This design comes from an exercise in tuning for small area on the open sky130 flow, not from production work. In this exercise RTL edits were held to simulation tests only and were not proved equivalent to the original. Power and IR drop assume default switching activity.

==> design.v <==
module pipeCpu #(
	parameter int imemDepth = 64,
	parameter int dmemDepth = 64
) (
	input logic clk,
	input logic rstN,
	input logic imemWrite,
	input logic [31:0] imemData,
	input logic run,
	output logic wbValid,
	output logic [4:0] wbIdx,
	output logic [31:0] wbData
);
	localparam int tagW = 7;
	localparam int slotW = tagW + 32;
	localparam logic [1:0] swpA = 2'd0;  
	localparam logic [1:0] swpB = 2'd1;  
	localparam logic [1:0] swpM = 2'd2;  
	logic [2:0] ph;  
	logic [6:0] loadPtr;  
	logic [6:0] pc;  
	logic act;  
	logic [1:0] swp;  
	logic rec;  
	logic lock;  
	logic [31:0] ir;
	logic [31:0] x;  
	logic [5:0] addr;  
	logic [8*slotW-1:0] head;  
	logic [8*slotW-1:0] tail;  
	logic [7:0] pend;  
	logic [7:0] loadIns, runIns;
	logic [7:0] m, laneOk, hi;
	logic [7:0] wrLane;
	logic [8*32-1:0] bufs;
	logic [2:0] myRow;
	logic start, sweeping, first, last, validRow, capt;
	logic [31:0] fetchW;
	logic [4:0] rsE;
	logic [tagW-1:0] key;
	logic en;
	logic [31:0] sel;
	logic any;
	logic [tagW-1:0] recTag;
	logic [31:0] recData;
	logic [2:0] recLane;
	logic [5:0] op, fn;
	logic isR, rOk, isSlti, isLw, isSw, zext, iAlu, writes, sub, lt;
	logic [4:0] dest;
	logic [3:0] k;
	logic [31:0] xa, a, b, sum, res;
	logic [32:0] sumW;
	assign op = ir[31:26];
	assign fn = ir[5:0];
	assign isR = op == 6'h00;
	assign rOk = fn == 6'h20 || fn == 6'h22 || fn == 6'h24 || fn == 6'h25 ||
		fn == 6'h26 || fn == 6'h27 || fn == 6'h2a;
	assign isSlti = op == 6'h0a;
	assign isLw = op == 6'h23;
	assign isSw = op == 6'h2b;
	assign zext = op == 6'h0c || op == 6'h0d || op == 6'h0e;
	assign iAlu = op == 6'h08 || isSlti || zext;
	assign writes = (isR && rOk) || iAlu || isLw;
	assign dest = isR ? ir[15:11] : ir[20:16];
	assign k = isR ? fn[3:0] : op[3:0];
	assign sub = isR ? fn[2:0] == 3'b010 : isSlti;
	assign xa = capt ? sel : x;
	assign a = iAlu ? xa : x;
	assign b = isR ? sel : {zext ? 16'b0 : {16{ir[15]}}, ir[15:0]};
	assign sumW = {a, 1'b1} + {sub ? ~b : b, sub};
	assign sum = sumW[32:1];
	assign lt = (a[31] ^ b[31]) ? a[31] : sum[31];
	always_comb
	begin
		case (k[2:0])
			3'b100: res = a & b;
			3'b101: res = a | b;
			3'b110: res = a ^ b;
			3'b111: res = ~(a | b);
			default: res = (k[3] && k[1]) ? {31'b0, lt} : sum;
		endcase
	end
	assign recData = x;
	assign recTag = isSw ? {1'b1, addr} : {2'b00, writes ? dest : 5'd0};
	assign recLane = pc[2:0] - 3'd1;
	assign wbValid = rec && writes && dest != 5'd0;
	assign wbIdx = dest;
	assign wbData = recData;
	assign wrLane = imemWrite && !loadPtr[6] ? 8'(1) << loadPtr[2:0] : 8'd0;
	assign bufs[0 +: 32] = ir;
	assign bufs[32 +: 32] = x;
	for (genvar j = 0; j < 8; j++)
	begin : g_lane
		logic [8*slotW-1:0] st;  
		logic [2:0] row;
		assign row = ~((3'(j) < loadPtr[2:0]) ? loadPtr[5:3] : loadPtr[5:3] - 3'd1);
		assign loadIns[j] = pend[j] && ph == row;
		assign runIns[j] = rec && recLane == 3'(j);
		assign tail[j*slotW +: slotW] = st[7*slotW +: slotW];
		assign head[j*slotW +: 32] = runIns[j] ? recData : loadIns[j] ? bufs[j*32 +: 32] : st[7*slotW +: 32];
		assign head[j*slotW+32 +: tagW] = runIns[j] ? recTag : st[7*slotW+32 +: tagW];
		always_ff @(posedge clk)
		begin
			st <= {st[7*slotW-1:0], head[j*slotW +: slotW]};
			if (!rstN)
				pend[j] <= 1'b0;
			else if (wrLane[j])
				pend[j] <= 1'b1;
			else if (loadIns[j])
				pend[j] <= 1'b0;
		end
		if (j >= 2)
		begin : g_buf
			logic [31:0] bufW;
			assign bufs[j*32 +: 32] = bufW;
			always_ff @(posedge clk)
				if (wrLane[j])
					bufW <= imemData;
		end
	end
	always_comb
	begin
		fetchW = '0;
		for (int j = 0; j < 8; j++)
			fetchW = fetchW | ({32{pc[2:0] == 3'(j)}} & tail[j*slotW +: 32]);
	end
	assign myRow = ~pc[5:3];
	assign start = !act && run && pc < loadPtr && pend == '0 && ph == myRow;
	assign sweeping = start || act;
	assign first = ph == myRow && (start || (act && swp != swpA));
	assign validRow = ph > myRow;
	assign last = act && ph + 3'd1 == myRow;
	assign rsE = start ? fetchW[25:21] : ir[25:21];
	assign key = (swp == swpM && !start) ? {1'b1, addr} :
		{2'b00, (swp == swpB && !start) ? ir[20:16] : rsE};
	assign en = sweeping && (swp == swpM && !start || key[4:0] != 5'd0);
	always_comb
	begin
		for (int j = 0; j < 8; j++)
		begin
			laneOk[j] = first ? 3'(j) < pc[2:0] : validRow;
			m[j] = en && laneOk[j] && head[j*slotW+32 +: tagW] == key;
		end
	end
	always_comb
	begin
		sel = '0;
		hi = '0;
		for (int j = 6; j >= 0; j--)
			hi[j] = hi[j + 1] | m[j + 1];
		for (int j = 0; j < 8; j++)
			sel = sel | ({32{m[j] && !hi[j]}} & head[j*slotW +: 32]);
	end
	assign any = m != '0;
	assign capt = sweeping && (any || last) && (first || !lock);
	always_ff @(posedge clk)
	begin
		if (start)
			ir <= fetchW;
		else if (wrLane[0])
			ir <= imemData;
		if (wrLane[1])
			x <= imemData;
		else if (last && swp == swpA && iAlu)
			x <= res;
		else if (capt)
			x <= (swp == swpB && !start && isR) ? res : sel;
		if (sweeping)
			lock <= any || (lock && !first);
		if (last && swp == swpA)
			addr <= xa[5:0] + ir[5:0];
		if (!rstN)
		begin
			ph <= '0;
			loadPtr <= '0;
			pc <= '0;
			act <= 1'b0;
			swp <= swpA;
			rec <= 1'b0;
		end
		else
		begin
			ph <= ph + 3'd1;
			if (imemWrite && !loadPtr[6])
				loadPtr <= loadPtr + 7'd1;
			rec <= 1'b0;
			if (start)
			begin
				act <= 1'b1;
				swp <= swpA;
			end
			if (last)
			begin
				if (swp == swpA && ((isR && rOk && ir[15:11] != 5'd0) || isSw))
					swp <= swpB;
				else if (swp == swpA && isLw && ir[20:16] != 5'd0)
					swp <= swpM;
				else
				begin
					act <= 1'b0;
					rec <= 1'b1;
					pc <= pc + 7'd1;
				end
			end
		end
	end
endmodule
==> run.sh <==
#!/bin/bash
# synth_recipe.tcl (not shown) runs the flow's synth.tcl, then flattens the netlist and writes it again
# the make line also repeats each setting of config.mk as NAME=value (left out here)
make -C /OpenROAD-flow-scripts/flow DESIGN_CONFIG=/design/flow/config.mk WORK_HOME=/design/flow/orfs CLKGATE_MAP_FILE= SYNTH_SCRIPT=/design/flow/synth_recipe.tcl finish
==> config.mk <==
export PLATFORM = sky130hd
export DESIGN_NAME = pipeCpu
export DESIGN_NICKNAME = pipeCpu
export VERILOG_FILES = /design/flow/design.v
export SDC_FILE = /design/flow/constraint.sdc
export NUM_CORES = 4
export LEC_CHECK = 0
export ABC_AREA = 1
export CAP_MARGIN = 20
export CORE_MARGIN = 2
export CORE_UTILIZATION = 60
export CTS_BUF_LIST = sky130_fd_sc_hd__clkbuf_4 sky130_fd_sc_hd__clkbuf_8
export SLEW_MARGIN = 20
==> constraint.sdc <==
create_clock -name core_clock -period 10.0 [get_ports {clk}]
set_input_delay 2.0000 -clock core_clock [delete_from_list [all_inputs] [get_ports {clk}]]
set_output_delay 2.0000 -clock core_clock [all_outputs]
set_load 0.01 [all_outputs]
==> results of run 1 <==
## metrics by stage
step | instance area [um^2] | hold slack [ns] | util [%]
floorplan | 76900 | 0.310 | -
global placement | 79600 | 0.310 | 62.5
detailed placement | 79600 | 0.312 | 62.5
CTS | 88400 | 0.267 | 69.4
global route | 88400 | 0.278 | 69.4
finish | 88400 | 0.264 | 69.4
## worst paths after layout
check / to / cells past startpoint
max reg2reg: x[28] / 47
min: g_lane[6].st[118] / 0
min reg2reg: g_lane[6].st[118] / 0
max: x[28] / 46
## logic make-up after synthesis
logic type / synth area share [%]
adders and majority gates: 2.08
AOI/OAI and AO/OA: 7.46
and+or+nand+nor: 9.84
xor gates and xnor gates: 0.740
buffers and inverters: 3.86
DFF: 76.0
## layer usage
| layer | track usage (%) | vias to the layer above | wire (um) |
|---|---|---|---|
| li1 | - | 22000 | - |
| met1 | 44.2 | 22400 | 89300 |
| met2 | 47.5 | 2418 | 90300 |
| met3 | 6.84 | 603 | 19300 |
| met4 | 15.7 | 0 | 10300 |
| met5 | 0 | - | 0 |
## layout make-up
type                    instances  area share [%]
multi-input cells            2941            17.6
well taps                    1662            2.35
inverters                     493            2.09
diodes                          7          0.0198
repair buffers                188            1.83
flip-flops and latches       2788            66.1
clock buffers                 643            9.13
clock inverters                81           0.857
## worst max-delay path: cells and delay by family
family	cells	cell delay, ns
and+or+nand+nor	28	3.68
AOI/OAI and AO/OA	13	2.73
buffers and inverters	3	0.69
adders and majority gates	1	0.39
xor gates and xnor gates	1	0.22
## synth_stat cells (all sizes together) (2+ instances only)
master   instances  area [um^2]
o21ai          397         1990
nor3b            2         15.0
clkbuf         180          676
a31oi          116          738
o21a             6         45.0
o22ai           26          169
o2111ai          7         61.3
a21boi           3         22.5
or2             41          256
nand3b           4         30.0
xor2            51          447
a21oi          196          981
o211ai          90          676
edfxtp         263         7900
inv            488         1830
nor3            16         91.3
nand2         1121         4290
ha             126         1580
a21o             2         15.0
xnor2           14          123
nor2           313         1240
a211oi           3         22.5
dfxtp         2525        50500
o21bai           3         22.5
buf             64          442
nand3          218         1180
clkinv           5         18.8
a221oi         105          920
nor4             2         12.5
nand4           68          438
## registers in the layout (all words and copies together), names as in the netlist
signal / count
lock: 1
swp: 2
rec: 1
act: 1
addr: 6
ph: 3
g_lane.st: 2496
loadPtr: 7
pend: 8
g_lane.g_buf.bufW: 192
ir: 32
pc: 7
x: 32
## power breakdown
group | switching (uW) | internal, uW | total, uW
Combinational | 460 | 192 | 652
Sequential | 195 | 11900 | 12100
Clock | 4060 | 5430 | 9490
Total | 4710 | 17500 | 22300
==> results.tsv, run 1 <==
metric	value	unit
synth_edf_count	263	
rsz0062_at_grt	false	
worst_pin_slew	1.14	ns
async_reset_ff_share	0	%
grt_pass1_wl	301	mm
status	timing/DRC/antenna clean	
multi_input_area	15600	um^2
num_rows	131	
vias_per_cell	5.38	
drtIter0Drc	4881	
cp-end-kind	flop	
tns	0	ns
die_area	131000	um^2
cts_buffers	406	
nFillCells	9151	
final_common_cell	dfxtp_1	
dpl.hpwl	136	mm
routed_wl	209	mm
seqCellArea	58400	um^2
cts-root-buf	clkbuf_8	
avgSynthCellArea	11.9	um^2
skew	0.0821	ns
antenna_found_initial	11	
mappedNetlistArea	76900	um^2
cts_sinks	2788	
clk_latency	1.03	ns
start_kind	input port	
worst-setup-path-type	in2reg	
numPortBuffers	73	
drc_errors	0	
ys_warn_count	1	
crit_path_frequent_cell	nand2_1	
power_density	252	nW/um^2
startpoint	run	
slew_viol_final	0	
power	22300	uW
stdcell_count	8803	
drive_gt1_share	13.6	%
path_clk_slew	0.07	ns
vias	47400	
cts-resized-gates	0	
reg2reg_slack	1.11	ns
ys_seq_area_share	76.0	%
r2r-start	pc[2]	
maxCapViolCount	0	
leakage	0.0378	uW
fin_ws	1.00	ns
hp-class	reg2reg	
ys.flop_type	dfxtp_1	
crit_slowest_cell	a21boi_0	
layout.nets	6981	
dp_slack	0.198	ns
critPathMaxFanout	27	
ys_types	61	
ys_ff_latch	2788	
finalHoldViolations	0	
relSlewSlack	24.0	%
die_w	362	um
syn_nets	6629	
grt_max_degree	56	
grt-ovfl-total	0	
critPathArrivalTime	9.73	ns
synth_cells	6466	
grt_pass1_vias	45500	
fmax	111	MHz
h-tree-depth	5	
setup_viol	0	
final_antenna_net_count	0	
gp_congestion	0.917	
slowest_delay	0.59	ns
dr.pass1.iters	8	
cts_max_path_buffers	4	
io_pins	74	
coreArea	127000	um^2
most-common-layout-cells	2525 x dfxtp_1, 1090 x nand2_1, 519 x clkbuf_8	
postCtsHoldBufs	0	
place_inst	8072	
initial_core_util	60.4	%
cts_tree	built	
vdd_drop_max	217	uV
post_drt_wl_per_cell	23.8	um
worstHoldStart	g_lane[6].st[79]	
crit_required	10.73	ns
syn2layout_area_growth	15.0	%
die_y	362	um
cts_setup_buffers	0	
period_share	90.0	%
grt_usage	31.8	%
period_needed	9.00	ns
==> run 2: changes to the inputs <==
--- a/config.mk
+++ b/config.mk
@@ -12,2 +12,4 @@
 export CTS_BUF_LIST = sky130_fd_sc_hd__clkbuf_4 sky130_fd_sc_hd__clkbuf_8
+export CTS_CLUSTER_DIAMETER = 50
+export CTS_CLUSTER_SIZE = 16
 export SLEW_MARGIN = 20
==> run 2 against run 1 <==
  * Fmax down 0.77%
  * Setup slack worse by 0.070 ns
  * Non-clock buffer count is the same
  * Final cell count decreased by 4.3%
  * Wire length decreased by 2.4%
  * Worst hold slack better by 0.034 ns
  * Largest power group unchanged
  * Synthesized cell count unchanged
  * Still clean
  * Die area is the same
  * Core utilization shrank 3.7 points
==> results.tsv, run 2 <==
metric	value	unit
status	timing/DRC/antenna clean	
cts_tree	built	
largest_register_ffs	2496	
synth_top_area_cell	dfxtp_1	
crit_path_frequent_cell	nand2_1	
worst_pin_slew	1.12	ns
finalHoldViolations	0	
dpl.hpwl	136	mm
cts_setup_buffers	0	
synth_cells	6466	
final_antenna_net_count	0	
synth.top_cell.area_share	65.7	%
path_clk_slew	0.10	ns
die_y	362	um
cts_buffers	209	
gp_congestion	0.917	
slew_viol_final	0	
start_kind	input port	
syn_nets	6629	
crit_required	10.72	ns
hp-class	reg2reg	
cts-root-buf	clkbuf_8	
cp-end-kind	flop	
cts-resized-gates	0	
ys_seq_area_share	76.0	%
worst-setup-path-type	in2reg	
top_regs	g_lane.st (2496), g_lane.g_buf.bufW (192)	
ys_types	61	
layout.nets	6784	
period_share	90.7	%
post_drt_wl_per_cell	24.2	um
async_reset_ff_share	0	%
crit_slowest_cell	a21boi_0	
avgSynthCellArea	11.9	um^2
syn2layout_area_growth	8.93	%
synth.most_common_cell	dfxtp_1	
grt_pass1_wl	291	mm
antenna_found_initial	8	
numPortBuffers	73	
power_density	223	nW/um^2
grt_max_degree	56	
coreArea	127000	um^2
drc_errors	0	
io_pins	74	
mappedNetlistArea	76900	um^2
postCtsHoldBufs	0	
cts_sinks	2788	
routed_wl	204	mm
yosys-top-cells-area	dfxtp_1 66%, edfxtp_1 10%, nand2_1 5.4%	
postPlaceCellArea	79600	um^2
final_common_cell	dfxtp_1	
regMostFlops	g_lane.st	
ys.flop_type	dfxtp_1	
h-tree-depth	4	
skew	0.0531	ns
power	18700	uW
nFillCells	9681	
fin_ws	0.932	ns
dp_slack	0.198	ns
drtIter0Drc	5084	
tns	0	ns
synth_edf_count	263	
final_cell_area	83800	um^2
dr.pass1.iters	8	
drive_gt1_share	8.74	%
ys_ff_latch	2788	
grt_usage	31.0	%
fin_util	65.8	%
grt-ovfl-total	0	
rsz0062_at_grt	false	
synthTopCellsByCount	2525 x dfxtp_1, 1098 x nand2_1, 474 x inv_1	
relSlewSlack	25.1	%
most-common-layout-cells	2525 x dfxtp_1, 1090 x nand2_1, 459 x inv_1	
die_area	131000	um^2
vias	46000	
period_needed	9.07	ns
die_w	362	um
num_rows	131	
setup_viol	0	
critPathArrivalTime	9.79	ns
vias_per_cell	5.46	
slowest_delay	0.58	ns
clk_latency	0.98	ns
fmax	110	MHz
critPathMaxFanout	27	
ys_warn_count	1	
grt_pass1_vias	42900	
leakage	0.0353	uW
initial_core_util	60.4	%
cts_max_path_buffers	3	
vdd_drop_max	193	uV
maxCapViolCount	0	
-- run 2: logic make-up after synthesis --
family                   after synthesis  share of synthesized area [%]
AO/OA/AOI/OAI                        962                           7.46
XOR/XNOR                              65                          0.740
AND/OR/NAND/NOR                     1787                           9.84
adder cells (fa/ha/maj)              127                           2.08
flip-flops                          2788                           76.0
buffers and inverters                737                           3.86
-- run 2: cell type report --
| type | instances | area (um^2) | area share [%] |
|---|---|---|---|
| Antenna cell | 13 | 32.5 | 0.0388 |
| Clock buffer | 291 | 3550 | 4.24 |
| Clock inverter | 48 | 574 | 0.686 |
| Inverter | 493 | 1850 | 2.21 |
| Multi-Input combinational cell | 2941 | 15600 | 18.6 |
| Sequential cell | 2788 | 58400 | 69.8 |
| Tap cell | 1662 | 2080 | 2.48 |
| Timing Repair Buffer | 188 | 1620 | 1.93 |
-- run 2: layer usage --
layer	vias to the layer above	global-route usage, %	share of wire [%]
li1	21400	-	-
met1	21900	43.9	44
met2	2164	46.2	43
met3	516	5.91	8.7
met4	2	14.3	4.8
met5	-	0	0.0064
-- run 2: worst paths after layout --
check	to	startpoint	cells after the start	slack, ns
worst max register to register	x[28]	pc[2]	47	1.17
worst min-delay path	g_lane[1].st[146]	g_lane[1].st[107]	0	0.30
worst max-delay path	x[28]	run	46	0.93
worst min register to register	g_lane[1].st[146]	g_lane[1].st[107]	0	0.30
-- run 2: through the flow --
| step | cells | hold slack (ns) |
|---|---|---|
| 3_3_place_gp | 8072 | 0.310 |
| 3_5_place_dp | 8072 | 0.312 |
| 2_1_floorplan | 6466 | 0.310 |
| 6_report | 8424 | 0.298 |
| 4_1_cts | 8411 | 0.290 |
| 5_1_grt | 8416 | 0.311 |
-- run 2: critical path, delay by kind of cell --
kind,cells,cell delay (ns)
and+or+nand+nor,28,3.86
AOI/OAI and AO/OA,13,2.68
xor gates and xnor gates,1,0.22
adders and majority gates,1,0.39
buffers and inverters,3,0.63
-- run 2: power by group --
part           switching (uW)  internal [uW]
Combinational             459            192
Clock                    3470           2450
Sequential                191          11900
==> run 3: changes to the inputs <==
--- a/design.v
+++ b/design.v
@@ -14,2 +14,3 @@
 	localparam int tagW = 7;
+	localparam int insW = 29;
 	localparam int slotW = tagW + 32;
@@ -25,3 +26,3 @@
 	logic lock;  
-	logic [31:0] ir;
+	logic [28:0] ir;
 	logic [31:0] x;  
@@ -37,3 +38,3 @@
 	logic start, sweeping, first, last, validRow, capt;
-	logic [31:0] fetchW;
+	logic [insW-1:0] fetchW;
 	logic [4:0] rsE;
@@ -46,22 +47,50 @@
 	logic [2:0] recLane;
-	logic [5:0] op, fn;
-	logic isR, rOk, isSlti, isLw, isSw, zext, iAlu, writes, sub, lt;
+	logic [2:0] cls, fn, aluOp;
+	logic isR, rOk, isLw, isSw, zext, iAlu, writes, sub, lt;
 	logic [4:0] dest;
-	logic [3:0] k;
 	logic [31:0] xa, a, b, sum, res;
 	logic [32:0] sumW;
-	assign op = ir[31:26];
-	assign fn = ir[5:0];
-	assign isR = op == 6'h00;
-	assign rOk = fn == 6'h20 || fn == 6'h22 || fn == 6'h24 || fn == 6'h25 ||
-		fn == 6'h26 || fn == 6'h27 || fn == 6'h2a;
-	assign isSlti = op == 6'h0a;
-	assign isLw = op == 6'h23;
-	assign isSw = op == 6'h2b;
-	assign zext = op == 6'h0c || op == 6'h0d || op == 6'h0e;
-	assign iAlu = op == 6'h08 || isSlti || zext;
+	logic [3:0] tt;
+	logic [31:0] resL;
+	logic [insW-1:0] enc;  
+	logic [5:0] o, f;
+	logic [2:0] c, fc;
+	always_comb
+	begin
+		o = imemData[31:26];
+		f = imemData[5:0];
+		case (o)
+			6'h08: c = 3'd1;
+			6'h0a: c = 3'd7;
+			6'h0c: c = 3'd3;
+			6'h0d: c = 3'd4;
+			6'h0e: c = 3'd5;
+			6'h23: c = 3'd2;
+			6'h2b: c = 3'd6;
+			default: c = 3'd0;
+		endcase
+		case (f)
+			6'h20: fc = 3'd1;
+			6'h22: fc = 3'd2;
+			6'h24: fc = 3'd3;
+			6'h25: fc = 3'd4;
+			6'h26: fc = 3'd5;
+			6'h27: fc = 3'd6;
+			6'h2a: fc = 3'd7;
+			default: fc = 3'd0;
+		endcase
+		enc = {c, imemData[25:3], c != 3'd0 ? imemData[2:0] : o == 6'h00 ? fc : 3'd0};
+	end
+	assign cls = ir[28:26];
+	assign fn = ir[2:0];
+	assign isR = cls == 3'd0;
+	assign rOk = fn != 3'd0;
+	assign isLw = cls == 3'd2;
+	assign isSw = cls == 3'd6;
+	assign iAlu = !isR && !isLw && !isSw;
+	assign zext = cls == 3'd3 || cls == 3'd4 || cls == 3'd5;
 	assign writes = (isR && rOk) || iAlu || isLw;
 	assign dest = isR ? ir[15:11] : ir[20:16];
-	assign k = isR ? fn[3:0] : op[3:0];
-	assign sub = isR ? fn[2:0] == 3'b010 : isSlti;
+	assign aluOp = isR ? fn : cls;
+	assign sub = aluOp == 3'd2 || aluOp == 3'd7;
 	assign xa = capt ? sel : x;
@@ -74,9 +103,16 @@
 	begin
-		case (k[2:0])
-			3'b100: res = a & b;
-			3'b101: res = a | b;
-			3'b110: res = a ^ b;
-			3'b111: res = ~(a | b);
-			default: res = (k[3] && k[1]) ? {31'b0, lt} : sum;
+		case (aluOp)
+			3'd3: tt = 4'b1000;
+			3'd4: tt = 4'b1110;
+			3'd5: tt = 4'b0110;
+			default: tt = 4'b0001;
 		endcase
+		for (int i = 0; i < 32; i++)
+			resL[i] = tt[{a[i], b[i]}];
+		if (aluOp >= 3'd3 && aluOp <= 3'd6)
+			res = resL;
+		else if (aluOp == 3'd7)
+			res = {31'b0, lt};
+		else
+			res = sum;
 	end
@@ -89,3 +125,3 @@
 	assign wrLane = imemWrite && !loadPtr[6] ? 8'(1) << loadPtr[2:0] : 8'd0;
-	assign bufs[0 +: 32] = ir;
+	assign bufs[0 +: 32] = {3'b0, ir};
 	assign bufs[32 +: 32] = x;
@@ -113,7 +149,7 @@
 		begin : g_buf
-			logic [31:0] bufW;
-			assign bufs[j*32 +: 32] = bufW;
+			logic [insW-1:0] bufW;
+			assign bufs[j*32 +: 32] = {3'b0, bufW};
 			always_ff @(posedge clk)
 				if (wrLane[j])
-					bufW <= imemData;
+					bufW <= enc;
 		end
@@ -124,3 +160,3 @@
 		for (int j = 0; j < 8; j++)
-			fetchW = fetchW | ({32{pc[2:0] == 3'(j)}} & tail[j*slotW +: 32]);
+			fetchW = fetchW | ({insW{pc[2:0] == 3'(j)}} & tail[j*slotW +: insW]);
 	end
@@ -160,5 +196,5 @@
 		else if (wrLane[0])
-			ir <= imemData;
+			ir <= enc;
 		if (wrLane[1])
-			x <= imemData;
+			x <= {3'b0, enc};
 		else if (last && swp == swpA && iAlu)
==> run 3 against run 2 <==
  * Sequential share of layout area is 0.50 points higher
  * Clock skew rose by 0.0078 ns
  * Area after synthesis shrank 1.7%
  * Non-clock buffer count up 1
  * Critical path type is now reg2reg
  * Critical endpoint unchanged
==> results.tsv, run 3 <==
metric	value	unit
numPortBuffers	73	
mappedNetlistArea	75600	um^2
r2r-start	pc[1]	
vdd_drop_max	190	uV
cts_buffers	207	
grt_pass1_wl	293	mm
post_drt_wl_per_cell	25.1	um
vias	45300	
die_area	129000	um^2
synth.top_cell.area_share	67.0	%
cts_max_path_buffers	3	
crit_required	10.68	ns
period_needed	9.33	ns
initial_core_util	60.3	%
cts-resized-gates	0	
yosys-top-cells-area	dfxtp_1 67%, edfxtp_1 9.5%, nand2_1 4.6%	
postCtsHoldBufs	0	
cts_tree	built	
ys_types	65	
async_reset_ff_share	0	%
cts_sinks	2767	
cp-end-kind	flop	
holdPathEnd	g_lane[5].st[168]	
io_pins	74	
final_antenna_net_count	0	
power_density	230	nW/um^2
ys_ff_latch	2767	
setup_viol	0	
regMostFlops	g_lane.st	
die_y	359	um
startpoint	pc[1]	
path_clk_slew	0.10	ns
cts_setup_buffers	0	
drtIter0Drc	5281	
slowest_delay	1.22	ns
syn_nets	6412	
grt-ovfl-total	0	
synth.most_common_cell	dfxtp_1	
antenna_found_initial	11	
ys_warn_count	1	
status	timing/DRC/antenna clean	
worst_pin_slew	1.20	ns
synthTopCellsByCount	2528 x dfxtp_1, 924 x nand2_1, 420 x inv_1	
final_common_cell	dfxtp_1	
routed_wl	206	mm
layout.nets	6556	
gp_congestion	0.957	
dpl.hpwl	141	mm
hp-class	reg2reg	
leakage	0.0340	uW
reg2reg_slack	0.67	ns
start_kind	flop	
num_rows	130	
crit_path_frequent_cell	nand2_1	
timing.rr.end	x[28]	
r2r_cells	52	
ys_seq_area_share	76.5	%
fmax	107	MHz
avgSynthCellArea	12.0	um^2
synth_edf_count	239	
most-common-layout-cells	2528 x dfxtp_1, 917 x nand2_1, 415 x inv_1	
period_share	93.3	%
synth_top_area_cell	dfxtp_1	
relSlewSlack	19.9	%
slew_viol_final	0	
h-tree-depth	4	
die_w	359	um
drive_gt1_share	8.85	%
vias_per_cell	5.50	
top_regs	g_lane.st (2496), g_lane.g_buf.bufW (174), x (32)	
finalHoldViolations	0	
grt_max_degree	65	
dr.pass1.iters	6	
final_cell_area	82200	um^2
maxCapViolCount	0	
worstHoldStart	g_lane[5].st[129]	
crit_slowest_cell	inv_1	
ys.flop_type	dfxtp_1	
largest_register_ffs	2496	
tns	0	ns
cts-root-buf	clkbuf_8	
worst-setup-path-type	reg2reg	
grt_usage	31.7	%
syn2layout_area_growth	8.77	%
critPathArrivalTime	10.00	ns
critPathMaxFanout	11	
synth_cells	6313	
hold_depth	0	
drc_errors	0	
coreArea	125000	um^2
clk_latency	0.97	ns
postPlaceCellArea	78200	um^2
rsz0062_at_grt	false	
grt_pass1_vias	42400	
skew	0.0610	ns
==> run 3: where the power goes <==
part / switching, uW / total (uW) / leakage (uW) / internal (uW)
sequential: 211 / 12000 / 0.0227 / 11800
clock: 3420 / 5810 / 0.00209 / 2390
combinational: 772 / 1090 / 0.00925 / 322
==> run 3: worst max-delay path by stage <==
stage / endpoint / cells past startpoint / slack [ns]
5_1_grt: x[28] / 52 / 0.1
3_5_place_dp: x[28] / 51 / 0.42
4_1_cts: x[28] / 52 / 1.06
2_1_floorplan: x[28] / 51 / 2.29
3_3_place_gp: x[28] / 51 / 0.55
6_report: x[28] / 52 / 0.67
==> run 3: through the flow <==
step	hold slack, ns	cells	setup slack [ns]	utilization (%)	power (uW)
2_1_floorplan	0.310	6313	2.29	-	12900
3_3_place_gp	0.310	7898	0.548	62.4	13300
3_5_place_dp	0.312	7898	0.421	62.4	13400
4_1_cts	0.305	8214	1.06	65.6	19000
5_1_grt	0.307	8216	0.0993	65.6	19600
6_report	0.296	8223	0.673	65.6	18900
==> run 3: layout make-up <==
type                    instances  area (um^2)
multi-input cells            2855        15100
flip-flops and latches       2767        57800
well taps                    1650         2060
clock buffers                 266         3330
repair buffers                189         1660
fillers                      9616        43000
clock inverters                50          649
diodes                          9         22.5
inverters                     437         1640
==> run 3: critical path, delay by kind of cell, from the launching register on <==
kind                     cells  cell delay (ns)
XOR/XNOR                     1             0.17
buffers and inverters        4             1.59
adder cells (fa/ha/maj)      1             0.38
AO/OA/AOI/OAI               11             1.91
AND/OR/NAND/NOR             35             4.49
flip-flops                   1             0.44
==> run 3: layer usage <==
| metal | global-route usage, % | share of wire (%) |
|---|---|---|
| met5 | 0 | 0.069 |
| met3 | 7.64 | 9.8 |
| met1 | 43.6 | 42 |
| met2 | 47.4 | 43 |
| met4 | 15.0 | 5.1 |
==> run 3: cells by family after synthesis <==
kind of cell | count (synthesis) | synth area share, %
flip-flops | 2767 | 76.5
AND/OR/NAND/NOR | 1672 | 9.65
AO/OA/AOI/OAI | 1062 | 8.32
buffers and inverters | 691 | 3.84
adder cells (fa/ha/maj) | 63 | 1.05
XOR/XNOR | 58 | 0.672
==> run 4: changes to the inputs <==
==> flow/run.sh (new file) <==
#!/bin/bash
# Standard layout with two changes: the clock tree is built from clkbuf_8
# leaf clusters without dummy balancing loads, and the port buffers are
# buf_1 cells. Everything else, synthesis included, is the standard flow.
set -e
export CTS_ARGS="-sink_clustering_enable -repair_clock_nets -buf_list sky130_fd_sc_hd__clkbuf_8 -sink_clustering_size 16 -sink_clustering_max_diameter 60 -dont_use_dummy_load"
export BUFFER_PORTS_ARGS="-buffer_cell sky130_fd_sc_hd__buf_1"
bash standard.sh > standard.log 2>&1
==> standard.sh (new file) <==
#!/bin/bash
# synth_recipe.tcl (not shown) runs the flow's synth.tcl, then flattens the netlist and writes it again
# the make line also repeats each setting of config.mk as NAME=value (left out here)
make -C /OpenROAD-flow-scripts/flow DESIGN_CONFIG=/design/flow/config.mk WORK_HOME=/design/flow/orfs CLKGATE_MAP_FILE= SYNTH_SCRIPT=/design/flow/synth_recipe.tcl "${@:-finish}"
--- a/config.mk
+++ b/config.mk
@@ -11,5 +11,2 @@
 export CORE_UTILIZATION = 60
-export CTS_BUF_LIST = sky130_fd_sc_hd__clkbuf_4 sky130_fd_sc_hd__clkbuf_8
-export CTS_CLUSTER_DIAMETER = 50
-export CTS_CLUSTER_SIZE = 16
 export SLEW_MARGIN = 20
removed: run.sh
==> run 4 against run 3 <==
  * Sequential power about the same
  * Die area unchanged
  * Setup slack improved by 0.44 ns
  * Design area decreased by 2.1%
  * Clock-buffer cell count decreased by 68
  * Core utilization decreased by 1.4 points
  * Synthesized cell count unchanged
  * Power decreased by 5.0%
  * Global-route usage decreased by 0.30 points
  * Final cell count decreased by 1.5%
  * Clock power decreased by 16%
==> results.tsv, run 4 <==
metric	value	unit
status	timing/DRC/antenna clean	
synth_edf_count	239	
final_antenna_net_count	0	
crit_path_frequent_cell	nand2_1	
vias	45400	
top_regs	g_lane.st (2496), g_lane.g_buf.bufW (174), x (32)	
crit_required	10.58	ns
cts_buffers	198	
slew_viol_final	0	
io_pins	74	
coreArea	125000	um^2
most-common-layout-cells	2528 x dfxtp_1, 916 x nand2_1, 415 x inv_1	
grt_pass1_wl	291	mm
drc_errors	0	
cts_setup_buffers	0	
fin_util	64.2	%
gp_congestion	0.967	
synth.top_cell.area_share	67.0	%
grt_max_degree	65	
grt_pass1_vias	42400	
cts_tree	built	
startpoint	loadPtr[2]	
numPortBuffers	73	
vdd_drop_max	185	uV
nFillCells	9704	
drive_gt1_share	7.13	%
period_needed	8.89	ns
worstHoldStart	g_lane[4].st[195]	
die_w	359	um
mappedNetlistArea	75600	um^2
die_y	359	um
skew	0.0950	ns
grt-ovfl-total	0	
synth.most_common_cell	dfxtp_1	
drtIter0Drc	5177	
grt_usage	31.4	%
vias_per_cell	5.61	
setup_viol	0	
avgSynthCellArea	12.0	um^2
routed_wl	205	mm
synth_cells	6313	
post_drt_wl_per_cell	25.3	um
cp-end-kind	flop	
critPathMaxFanout	23	
r2r_cells	55	
syn_nets	6412	
cts-root-buf	clkbuf_8	
leakage	0.0331	uW
syn2layout_area_growth	6.44	%
grt_use_met3	7.75	%
tns	0	ns
seqCellArea	57800	um^2
ys_types	65	
start_kind	flop	
ys_ff_latch	2767	
path_clk_slew	0.09	ns
regMostFlops	g_lane.st	
timing.rr.end	x[28]	
ys_warn_count	1	
cts-resized-gates	0	
layout.nets	6541	
multi_input_area	15100	um^2
yosys-top-cells-area	dfxtp_1 67%, edfxtp_1 9.5%, nand2_1 4.6%	
ys_seq_area_share	76.5	%
maxCapViolCount	0	
postCtsHoldBufs	0	
synthTopCellsByCount	2528 x dfxtp_1, 924 x nand2_1, 420 x inv_1	
clk_latency	0.94	ns
hp-class	reg2reg	
num_rows	130	
power_density	224	nW/um^2
worst-setup-path-type	reg2reg	
period_share	88.9	%
dr.pass1.iters	10	
cts_sinks	2767	
async_reset_ff_share	0	%
busiest_layer	met2	
slowest_delay	0.61	ns
h-tree-depth	4	
final_common_cell	dfxtp_1	
cts_max_path_buffers	3	
initial_core_util	60.3	%
finalHoldViolations	0	
largest_register_ffs	2496	
synth_top_area_cell	dfxtp_1	
ys.flop_type	dfxtp_1	
r2r-start	loadPtr[2]	
gr-usage-met1	42.7	%
grt_use_met2	47.1	%
critPathArrivalTime	9.47	ns
crit_slowest_cell	dfxtp_1	
reg2reg_slack	1.11	ns
fmax	113	MHz
worst_pin_slew	1.10	ns
die_area	129000	um^2
relSlewSlack	27.0	%
crit_end	x[28]	
antenna_found_initial	12	
rsz0062_at_grt	false	
dpl.hpwl	141	mm
[run 4: worst min-delay path by stage]
stage | end | cells past startpoint
finish | g_lane[4].st[234] | 0
global route | g_lane[1].st[253] | 0
CTS | g_lane[7].st[246] | 0
floorplan | g_lane[0].st[100] | 0
global placement | g_lane[3].st[205] | 0
detailed placement | g_lane[0].st[295] | 0
[run 4: kinds of logic (layout without fill, tap and decap cells)]
logic type	after synthesis	in the layout	share of synthesized area, %
flops	2767	2767	76.5
simple gates	1672	1672	9.65
compound gates	1062	1062	8.32
buf+inv	691	818	3.84
fa+ha+maj	63	63	1.05
xor+xnor	58	58	0.672
other cells	0	10	0
[run 4: final cells by class]
class | instances | area share [%]
multi-input combinational | 2855 | 18.7
sequential | 2767 | 71.8
tap | 1650 | 2.57
inverter | 437 | 2.04
antenna | 10 | 0.0311
clock buffer | 198 | 3.39
timing repair buffer | 183 | 1.41
[run 4: layer usage]
layer / up-vias / share of wire, %
li1: 20900 / -
met2: 2455 / 43
met1: 21500 / 42
met3: 590 / 9.9
met4: 4 / 5.5
met5: - / 0.024
[run 4: power breakdown]
part	switching, uW	total, uW	internal (uW)
registers	208	12000	11800
logic	778	1080	304
clock network	3110	4870	1770
[run 4: stage by stage]
stage,cell area (um^2),cells,hold slack [ns],total power (uW),setup WS (ns)
after floorplan,75600,6313,0.310,12900,2.29
after global placement,77700,7892,0.309,13300,0.512
after detailed placement,77700,7892,0.312,13300,0.368
after CTS,80400,8090,0.268,18100,1.19
after global routing,80400,8094,0.267,18600,0.261
final,80400,8100,0.269,18000,1.11
[run 4: critical path: cells and delay by family (launching register included)]
kind,cells,cell delay [ns]
AND/OR/NAND/NOR,36,4.29
AO/OA/AOI/OAI,11,2.00
adder cells (fa/ha/maj),2,0.77
buffers and inverters,5,0.73
flip-flops,1,0.61
XOR/XNOR,1,0.20
==> run 5: changes to the inputs <==
--- a/config.mk
+++ b/config.mk
@@ -10,3 +10,3 @@
 export CORE_MARGIN = 2
-export CORE_UTILIZATION = 60
+export CORE_UTILIZATION = 72
 export SLEW_MARGIN = 20
==> run 5 against run 4 <==
  * Clock-buffer cell count shrank 3
  * Sequential share of layout area up 0.36 points
  * Highest routed layer unchanged
  * Combinational power hardly changed
  * Still clean on timing, DRC and antenna
  * Non-clock buffer count fell by 5
  * Core utilization increased by 13 points
==> results.tsv, run 5 <==
metric	value	unit
status	timing/DRC/antenna clean	
synthTopCellsByCount	2528 x dfxtp_1, 924 x nand2_1, 420 x inv_1	
async_reset_ff_share	0	%
grt_pass1_wl	312	mm
dp_slack	0.610	ns
slowest_delay	0.55	ns
p_sw	4240	uW
hp-class	reg2reg	
initial_core_util	72.8	%
grt_max_degree	63	
finalHoldViolations	0	
final_common_cell	dfxtp_1	
coreArea	104000	um^2
vias_per_cell	6.20	
switching_share	23.4	%
dpl.hpwl	142	mm
grt-ovfl-total	0	
slew_viol_final	0	
vias	48500	
leakage	0.0331	uW
fmax	108	MHz
cts_buffers	195	
ys_ff_latch	2767	
critPathArrivalTime	9.81	ns
rsz0062_at_grt	false	
place_inst	7616	
synth_top_area_cell	dfxtp_1	
multi_input_area	15100	um^2
die_y	328	um
cts_tree	built	
p_int	13900	uW
ys_types	65	
numPortBuffers	73	
syn_nets	6412	
io_pins	74	
clk_latency	0.96	ns
layout.nets	6533	
cts_setup_buffers	0	
power_density	226	nW/um^2
relSlewSlack	13.9	%
synth_cells	6313	
dr.pass1.iters	7	
ys_seq_area_share	76.5	%
avgSynthCellArea	12.0	um^2
seqCellArea	57800	um^2
start_kind	flop	
period_needed	9.23	ns
ys_warn_count	1	
cts_max_path_buffers	3	
yosys-top-cells-area	dfxtp_1 67%, edfxtp_1 9.5%, nand2_1 4.6%	
die_area	108000	um^2
setup_viol	0	
cts_sinks	2767	
post_drt_wl_per_cell	27.9	um
regMostFlops	g_lane.st	
path_clk_slew	0.09	ns
synth_edf_count	239	
cp-end-kind	flop	
skew	0.121	ns
nFillCells	5840	
final_antenna_net_count	0	
gp_congestion	1.04	
largest_register_ffs	2496	
h-tree-depth	4	
routed_wl	218	mm
power_frac_seq	66.6	%
crit_path_frequent_cell	nand2_1	
power_frac_comb	6.0	%
drive_gt1_share	6.97	%
crit_required	10.58	ns
drc_errors	0	
worst-setup-path-type	reg2reg	
critPathMaxFanout	30	
stdcell_count	7830	
most-common-layout-cells	2528 x dfxtp_1, 917 x nand2_1, 416 x inv_1	
syn2layout_area_growth	5.91	%
die_w	328	um
top_regs	g_lane.st (2496), g_lane.g_buf.bufW (174), x (32)	
postCtsHoldBufs	0	
fin_util	77.1	%
worst_pin_slew	1.28	ns
crit_slowest_cell	dfxtp_1	
synth.top_cell.area_share	67.0	%
vdd_drop_max	217	uV
period_share	92.3	%
fin_ws	0.765	ns
antenna_found_initial	15	
grt_pass1_vias	47600	
cts-root-buf	clkbuf_8	
maxCapViolCount	0	
power_frac_clock	27.3	%
cts-resized-gates	0	
num_rows	118	
mappedNetlistArea	75600	um^2
drtIter0Drc	7028	
power	18100	uW
tns	0	ns
grt_usage	40.5	%
synth.most_common_cell	dfxtp_1	
ys.flop_type	dfxtp_1	
==> run 5: cell types whose count changed in the layout (fill, tap and decap cells not counted), sizes merged <==
cell,change
diode,+8
buf,-5
clkbuf,-3
clkinv,+1
inv,-1
==> run 5: power groups by stage <==
stage	combinational [uW]	clock [uW]	sequential (uW)
floorplan	662	0	12200
global placement	1020	0	12300
detailed placement	1030	0	12300
CTS	1050	4950	12100
global route	1160	5320	12100
finish	1100	4950	12100
==> run 5: kinds of logic after synthesis <==
logic type / after synthesis / synth area share (%)
xor gates and xnor gates: 58 / 0.672
AOI/OAI and AO/OA: 1062 / 8.32
adders and majority gates: 63 / 1.05
and+or+nand+nor: 1672 / 9.65
DFF: 2767 / 76.5
buffers and inverters: 691 / 3.84
==> run 5: worst paths after layout <==
check | from | to | slack, ns | cells after the start
setup / recovery | pc[0] | x[28] | 0.77 | 51
hold / removal | g_lane[0].st[11] | g_lane[0].st[50] | 0.23 | 0
setup reg to reg | pc[0] | x[28] | 0.77 | 51
hold reg to reg | g_lane[0].st[11] | g_lane[0].st[50] | 0.23 | 0
==> run 5: stage by stage <==
step / hold slack (ns) / instance area [um^2]
global route: 0.238 / 80000
floorplan: 0.310 / 75600
CTS: 0.230 / 80000
global placement: 0.310 / 77300
finish: 0.227 / 80000
detailed placement: 0.312 / 77300
==> run 5: area by class of cell <==
| cell class | instances | share of cell area, % |
|---|---|---|
| well taps | 1380 | 2.16 |
| flip-flops and latches | 2767 | 72.2 |
| clock buffers | 195 | 3.35 |
| repair buffers | 178 | 1.38 |
| multi-input cells | 2855 | 18.8 |
| inverters | 437 | 2.05 |
| diodes | 18 | 0.0563 |
==> run 5: routing by layer <==
layer	GRT usage, %	vias to the layer above	share of wire (%)
li1	-	20900	-
met1	52.1	22800	36
met2	61.0	3744	43
met3	11.4	1140	13
met4	24.8	12	7.5
met5	0.444	-	0.059
==> run 5: worst max-delay path: cells and delay by family, from the launching register on <==
kind                     cells  cell delay, ns
AO/OA/AOI/OAI               11            2.15
XOR/XNOR                     1            0.15
adder cells (fa/ha/maj)      2            0.60
buffers and inverters        5            0.82
flip-flops                   1            0.55
AND/OR/NAND/NOR             32            4.59
==> run 6: changes to the inputs <==
--- a/design.v
+++ b/design.v
@@ -34,3 +34,3 @@
 	logic [7:0] m, laneOk, hi;
-	logic [7:0] wrLane;
+	logic [7:0] wrLane, keep;
 	logic [8*32-1:0] bufs;
@@ -53,2 +53,3 @@
 	logic [3:0] tt;
+	logic aluR, aluI;
 	logic [31:0] resL;
@@ -97,3 +98,5 @@
 	assign a = iAlu ? xa : x;
-	assign b = isR ? sel : {zext ? 16'b0 : {16{ir[15]}}, ir[15:0]};
+	assign aluR = swp == swpB && !start && isR;
+	assign aluI = last && swp == swpA && iAlu;
+	assign b = aluI ? {zext ? 16'b0 : {16{ir[15]}}, ir[15:0]} : sel;
 	assign sumW = {a, 1'b1} + {sub ? ~b : b, sub};
@@ -103,3 +106,5 @@
 	begin
-		case (aluOp)
+		if (!aluR && !aluI)
+			tt = 4'b1010;
+		else case (aluOp)
 			3'd3: tt = 4'b1000;
@@ -111,3 +116,3 @@
 			resL[i] = tt[{a[i], b[i]}];
-		if (aluOp >= 3'd3 && aluOp <= 3'd6)
+		if ((!aluR && !aluI) || (aluOp >= 3'd3 && aluOp <= 3'd6))
 			res = resL;
@@ -135,3 +140,5 @@
 		assign tail[j*slotW +: slotW] = st[7*slotW +: slotW];
-		assign head[j*slotW +: 32] = runIns[j] ? recData : loadIns[j] ? bufs[j*32 +: 32] : st[7*slotW +: 32];
+		assign keep[j] = !runIns[j] && !loadIns[j];
+		assign head[j*slotW +: 32] = ({32{runIns[j]}} & recData) |
+			({32{loadIns[j] && !runIns[j]}} & bufs[j*32 +: 32]) | ({32{keep[j]}} & st[7*slotW +: 32]);
 		assign head[j*slotW+32 +: tagW] = runIns[j] ? recTag : st[7*slotW+32 +: tagW];
@@ -199,6 +206,4 @@
 			x <= {3'b0, enc};
-		else if (last && swp == swpA && iAlu)
+		else if (aluI || capt)
 			x <= res;
-		else if (capt)
-			x <= (swp == swpB && !start && isR) ? res : sel;
 		if (sweeping)
--- a/config.mk
+++ b/config.mk
@@ -10,3 +10,3 @@
 export CORE_MARGIN = 2
-export CORE_UTILIZATION = 72
+export CORE_UTILIZATION = 60
 export SLEW_MARGIN = 20
==> run 6 against run 5 <==
  * Still clean
  * Flip-flop and latch count stayed put
  * Wire length is 7.0% lower
  * Critical path depth is 5 lower
  * Combinational power is 31% lower
  * First-iteration DRC count is 30% lower
  * Critical endpoint is now x[30]
  * Largest power group unchanged
==> results.tsv, run 6 <==
metric	value	unit
dr.pass1.iters	6	
h-tree-depth	4	
grt_usage	31.8	%
start_kind	flop	
yosys-top-cells-area	dfxtp_1 68%, edfxtp_1 9.6%, nand2_1 5.4%	
synth_top_area_cell	dfxtp_1	
async_reset_ff_share	0	%
routed_wl	203	mm
top_regs	g_lane.st (2496), g_lane.g_buf.bufW (174), x (32)	
relSlewSlack	17.2	%
antenna_found_initial	9	
coreArea	123000	um^2
initial_core_util	60.3	%
cp-end-kind	flop	
most-common-layout-cells	2528 x dfxtp_1, 1064 x nand2_1, 378 x inv_1	
vias_per_cell	5.56	
power	17800	uW
critPathMaxFanout	12	
cts_buffers	198	
syn_nets	6180	
rsz0062_at_grt	false	
largest_register_ffs	2496	
place_inst	7690	
status	timing/DRC/antenna clean	
slew_viol_final	0	
power_density	223	nW/um^2
drtIter0Drc	4941	
ys_seq_area_share	77.6	%
syn2layout_area_growth	6.75	%
cts-resized-gates	0	
tns	0	ns
crit_required	10.75	ns
die_w	356	um
cts_setup_buffers	0	
cts-root-buf	clkbuf_8	
skew	0.124	ns
numPortBuffers	73	
vias	43900	
nFillCells	9339	
num_rows	129	
r2r-start	pc[0]	
cts_tree	built	
dp_slack	0.528	ns
dpl.hpwl	142	mm
ys.flop_type	dfxtp_1	
final_cell_area	79500	um^2
synth.top_cell.area_share	67.9	%
period_needed	8.81	ns
maxCapViolCount	0	
final_common_cell	dfxtp_1	
holdPathEnd	g_lane[2].st[292]	
cts_max_path_buffers	3	
r2r_cells	46	
gp_congestion	0.967	
vdd_drop_max	220	uV
grt-ovfl-total	0	
ys_warn_count	1	
mappedNetlistArea	74500	um^2
io_pins	74	
grt_max_degree	41	
post_drt_wl_per_cell	25.7	um
drc_errors	0	
grt_pass1_vias	41900	
worstHoldStart	g_lane[2].st[253]	
avgSynthCellArea	12.2	um^2
synth.most_common_cell	dfxtp_1	
clk_latency	0.93	ns
drive_gt1_share	7.01	%
postPlaceCellArea	76800	um^2
worst-setup-path-type	reg2reg	
worst_pin_slew	1.24	ns
timing.rr.end	x[30]	
ys_ff_latch	2767	
fin_ws	1.19	ns
seqCellArea	57800	um^2
slowest_delay	0.86	ns
fmax	114	MHz
die_area	127000	um^2
hp-class	reg2reg	
synth_edf_count	239	
path_clk_slew	0.09	ns
crit_slowest_cell	ha_1	
final_antenna_net_count	0	
synth_cells	6081	
finalHoldViolations	0	
ys_types	60	
hold_depth	0	
synthTopCellsByCount	2528 x dfxtp_1, 1073 x nand2_1, 384 x inv_1	
postCtsHoldBufs	0	
regMostFlops	g_lane.st	
multi_input_area	14300	um^2
reg2reg_slack	1.19	ns
layout.nets	6353	
stdcell_count	7890	
grt_pass1_wl	287	mm
critPathArrivalTime	9.56	ns
period_share	88.1	%
crit_path_frequent_cell	nand2_1	
setup_viol	0	
die_y	356	um
cts_sinks	2767	
leakage	0.0327	uW
==> run 6: cell count changes after synthesis, moves of 44 or more <==
cell	change
o22ai_1	-44
a31oi_1	-55
o21ai_0	-165
nand3_1	-62
nor2_1	-48
o221ai_1	+87
nand2_1	+149
==> run 6: logic make-up (layout without fill, tap and decap cells) <==
family	Yosys count	count (layout)	synth area share (%)
AOI/OAI and AO/OA	870	870	7.51
xor gates and xnor gates	57	57	0.670
other	0	1	0
adders and majority gates	63	63	1.07
DFF	2767	2767	77.6
buffers and inverters	620	791	3.47
and+or+nand+nor	1704	1704	9.70
==> run 6: critical path: cells and delay by family (launching register included) <==
family	cells	cell delay [ns]
and+or+nand+nor	28	4.02
AOI/OAI and AO/OA	10	1.96
adders and majority gates	2	1.23
buffers and inverters	5	0.98
DFF	1	0.38
xor gates and xnor gates	1	0.12
==> run 6: power breakdown <==
group          internal [uW]  leakage (uW)  switching [uW]
Combinational            206       0.00852             550
Clock                   1770       0.00142            3120
Sequential             11900        0.0227             213
Total                  13900        0.0327            3880
==> run 6: worst max-delay path by stage <==
| stage | startpoint | to | slack, ns |
|---|---|---|---|
| 2_1_floorplan | run | x[22] | 2.63 |
| 3_3_place_gp | run | x[30] | 0.66 |
| 4_1_cts | pc[0] | x[30] | 1.32 |
| 3_5_place_dp | run | x[30] | 0.53 |
| 5_1_grt | pc[2] | x[30] | 0.48 |
| 6_report | pc[0] | x[30] | 1.19 |
==> run 6: per-layer routing <==
layer,GRT usage [%],wire (um),vias up
met4,15.8,11600,8
met2,48.7,88100,2165
met5,0.259,85,-
li1,-,-,20200
met1,42.5,84300,20900
met3,7.55,18800,599
==> run 6: through the flow <==
stage	util [%]	hold WS, ns
2_1_floorplan	-	0.310
3_3_place_gp	62.2	0.309
3_5_place_dp	62.2	0.312
4_1_cts	64.4	0.255
5_1_grt	64.4	0.245
6_report	64.4	0.254
==> run 6: cell type report <==
type	count	area share (%)
diodes	1	0.00315
flip-flops and latches	2767	72.7
inverters	414	1.95
multi-input cells	2694	18.0
repair buffers	179	1.41
clock buffers	198	3.43
well taps	1637	2.58
==> run 7: changes to the inputs <==
--- a/flow/run.sh
+++ b/flow/run.sh
@@ -5,3 +5,3 @@
 set -e
-export CTS_ARGS="-sink_clustering_enable -repair_clock_nets -buf_list sky130_fd_sc_hd__clkbuf_8 -sink_clustering_size 16 -sink_clustering_max_diameter 60 -dont_use_dummy_load"
+export CTS_ARGS="-sink_clustering_enable -repair_clock_nets -buf_list sky130_fd_sc_hd__clkbuf_8 -sink_clustering_size 18 -sink_clustering_max_diameter 55 -dont_use_dummy_load"
 export BUFFER_PORTS_ARGS="-buffer_cell sky130_fd_sc_hd__buf_1"
==> run 7 against run 6 <==
  * Highest routed layer unchanged
  * Setup slack got worse by 0.074 ns
  * Combinational power about the same
  * Area after synthesis unchanged
  * Synthesized cell count unchanged
  * Worst hold slack got worse by 0.0066 ns
  * Design area decreased by 0.25%
  * Clock skew decreased by 0.0035 ns
  * Wire length about the same
  * Global-route usage about the same
==> results.tsv, run 7 <==
metric	value	unit
path_clk_slew	0.11	ns
drc_errors	0	
syn2layout_area_growth	6.49	%
clk_latency	0.95	ns
crit_path_frequent_cell	nand2_1	
grt_max_degree	41	
ys_warn_count	1	
cts_setup_buffers	0	
crit_required	10.59	ns
relSlewSlack	18.5	%
crit_buf_inv	4	
grt-ovfl-total	0	
die_area	127000	um^2
power_frac_seq	68.8	%
vias	43800	
synthTopCellsByCount	2528 x dfxtp_1, 1073 x nand2_1, 384 x inv_1	
switching_share	21.8	%
cp-end-kind	flop	
place_inst	7690	
synth.top_cell.area_share	67.9	%
critPathArrivalTime	9.47	ns
cts_tree	built	
slowest_delay	0.89	ns
period_needed	8.88	ns
maxCapViolCount	0	
worst_pin_slew	1.22	ns
num_rows	129	
grt_use_met2	49.1	%
cts-root-buf	clkbuf_8	
start_kind	flop	
postPlaceCellArea	76800	um^2
skew	0.120	ns
vdd_drop_max	233	uV
io_pins	74	
ys.flop_type	dfxtp_1	
grt_use_met3	6.96	%
die_y	356	um
stdcell_count	7877	
synth_cells	6081	
layout.nets	6339	
yosys-top-cells-area	dfxtp_1 68%, edfxtp_1 9.6%, nand2_1 5.4%	
rsz0062_at_grt	false	
postCtsHoldBufs	0	
hold-worst-slack	0.248	ns
hold_depth	0	
final_cell_area	79300	um^2
vias_per_cell	5.56	
path_depth	41	
mappedNetlistArea	74500	um^2
async_reset_ff_share	0	%
post_drt_wl_per_cell	25.8	um
final_common_cell	dfxtp_1	
gr-usage-met1	43.0	%
finalHoldViolations	0	
r2r_cells	41	
coreArea	123000	um^2
synth_edf_count	239	
leakage	0.0326	uW
initial_core_util	60.3	%
regMostFlops	g_lane.st	
cts_max_path_buffers	3	
drtIter0Drc	4886	
fmax	113	MHz
power_frac_clock	26.9	%
synth.most_common_cell	dfxtp_1	
worst-setup-path-type	reg2reg	
hp-class	reg2reg	
dpl.hpwl	142	mm
tns	0	ns
largest_register_ffs	2496	
power_frac_comb	4.3	%
cts_sinks	2767	
synth_top_area_cell	dfxtp_1	
setup_viol	0	
cts-resized-gates	0	
top_regs	g_lane.st (2496), g_lane.g_buf.bufW (174), x (32)	
grt_pass1_vias	41600	
p_int	13800	uW
final_antenna_net_count	0	
ys_ff_latch	2767	
crit_slowest_cell	ha_1	
die_w	356	um
cts_buffers	185	
h-tree-depth	4	
busiest_layer	met2	
grt_usage	31.8	%
ys_seq_area_share	77.6	%
avgSynthCellArea	12.2	um^2
dr.pass1.iters	6	
ys_types	60	
antenna_found_initial	8	
power_density	222	nW/um^2
routed_wl	203	mm
cp_top_family	simple AND/OR/NAND/NOR gates	
syn_nets	6180	
reg2reg_slack	1.12	ns
slew_viol_final	0	
period_share	88.8	%
most-common-layout-cells	2528 x dfxtp_1, 1064 x nand2_1, 378 x inv_1	
status	timing/DRC/antenna clean	
p_sw	3850	uW
numPortBuffers	73	
critPathMaxFanout	12	
grt_pass1_wl	287	mm
gp_congestion	0.967	
drive_gt1_share	6.80	%
## run 7: cell counts after synthesis
Identical to the previous run, type by type.
## run 7: kinds of logic after synthesis
family	synth area share, %
compound gates	7.51
simple gates	9.70
buf+inv	3.47
xor+xnor	0.670
fa+ha+maj	1.07
flops	77.6
## run 7: stage by stage
step                      setup slack, ns  util [%]  total power (uW)
after detailed placement            0.528      62.2             13100
after floorplan                      2.63         -             12700
after CTS                            1.37      64.2             17700
final                                1.12      64.2             17600
after global routing                0.537      64.2             18200
after global placement              0.659      62.2             13100
## run 7: final timing paths
path / from / end
hold reg to reg: g_lane[2].st[2] / g_lane[2].st[41]
setup reg to reg: pc[0] / x[22]
setup / recovery: pc[0] / x[22]
hold / removal: g_lane[2].st[2] / g_lane[2].st[41]
## run 7: worst reg2reg max path: cells and delay by family, from the launching register on
kind	cells	cell delay, ns
AO/OA/AOI/OAI	14	2.50
XOR/XNOR	1	0.12
adder cells (fa/ha/maj)	2	1.26
buffers and inverters	4	0.95
flip-flops	1	0.38
AND/OR/NAND/NOR	20	3.44
## run 7: layout make-up
cell class              instances  area (um^2)
flip-flops and latches       2767        57800
diodes                          2         5.00
well taps                    1637         2050
inverters                     414         1550
repair buffers                178         1100
fillers                      9369        44200
multi-input cells            2694        14300
clock buffers                 185         2550
## run 7: per-layer routing
metal / part of all wire, % / vias to the layer above
met5: 0.013 / -
met4: 5.6 / 4
met3: 9.1 / 577
met2: 44 / 2079
met1: 42 / 21000
li1: - / 20200
## run 7: power groups by stage
stage | sequential, uW | clock, uW | combinational [uW]
2_1_floorplan | 12300 | 0 | 447
3_3_place_gp | 12300 | 0 | 740
3_5_place_dp | 12400 | 0 | 736
4_1_cts | 12100 | 4830 | 741
5_1_grt | 12200 | 5230 | 815
6_report | 12100 | 4740 | 753

-- static timing again, ports no longer ideal --
The results above use ideal ports. As a check the final layouts listed here were re-extracted and re-timed, cells and wires unchanged. Step 1 (the two cells are an assumption about what drives the block):
set clk [get_ports {clk}]
set_driving_cell -lib_cell sky130_fd_sc_hd__clkbuf_16 $clk
set_driving_cell -lib_cell sky130_fd_sc_hd__buf_2 [delete_from_list [all_inputs] $clk]
Step 2, shift: input delay + t, output delay - t, t = (earliest + latest rising clock arrival at the registers) / 2. This alone moves slack from input paths to output paths. Slacks: ideal / step 1 / step 2; pairs: ideal / step 1.
run | t (ns) | slack for setup (ns) | worst hold slack (ns)
run 1 | 1.068 | 1.002 / 1.054 / -0.014 | 0.264 / 0.264 / 0.264
run 2 | 1.032 | 0.932 / 0.985 / -0.047 | 0.298 / 0.298 / 0.298
run 3 | 1.022 | 0.673 / 0.673 / 0.204 | 0.296 / 0.296 / 0.296
run 4 | 0.971 | 1.113 / 1.113 / 0.200 | 0.269 / 0.269 / 0.269
run 5 | 0.974 | 0.765 / 0.765 / 0.306 | 0.227 / 0.227 / 0.227
run 6 | 0.958 | 1.191 / 1.191 / 0.392 | 0.254 / 0.254 / 0.254
run 7 | 0.962 | 1.117 / 1.117 / 0.321 | 0.248 / 0.248 / 0.248
Met with ideal ports but missed after step 2: setup timing in run 1 and run 2. The setup slack of run 1, which loses most, moves by +0.052 ns with the drivers and by -1.016 ns with both steps.
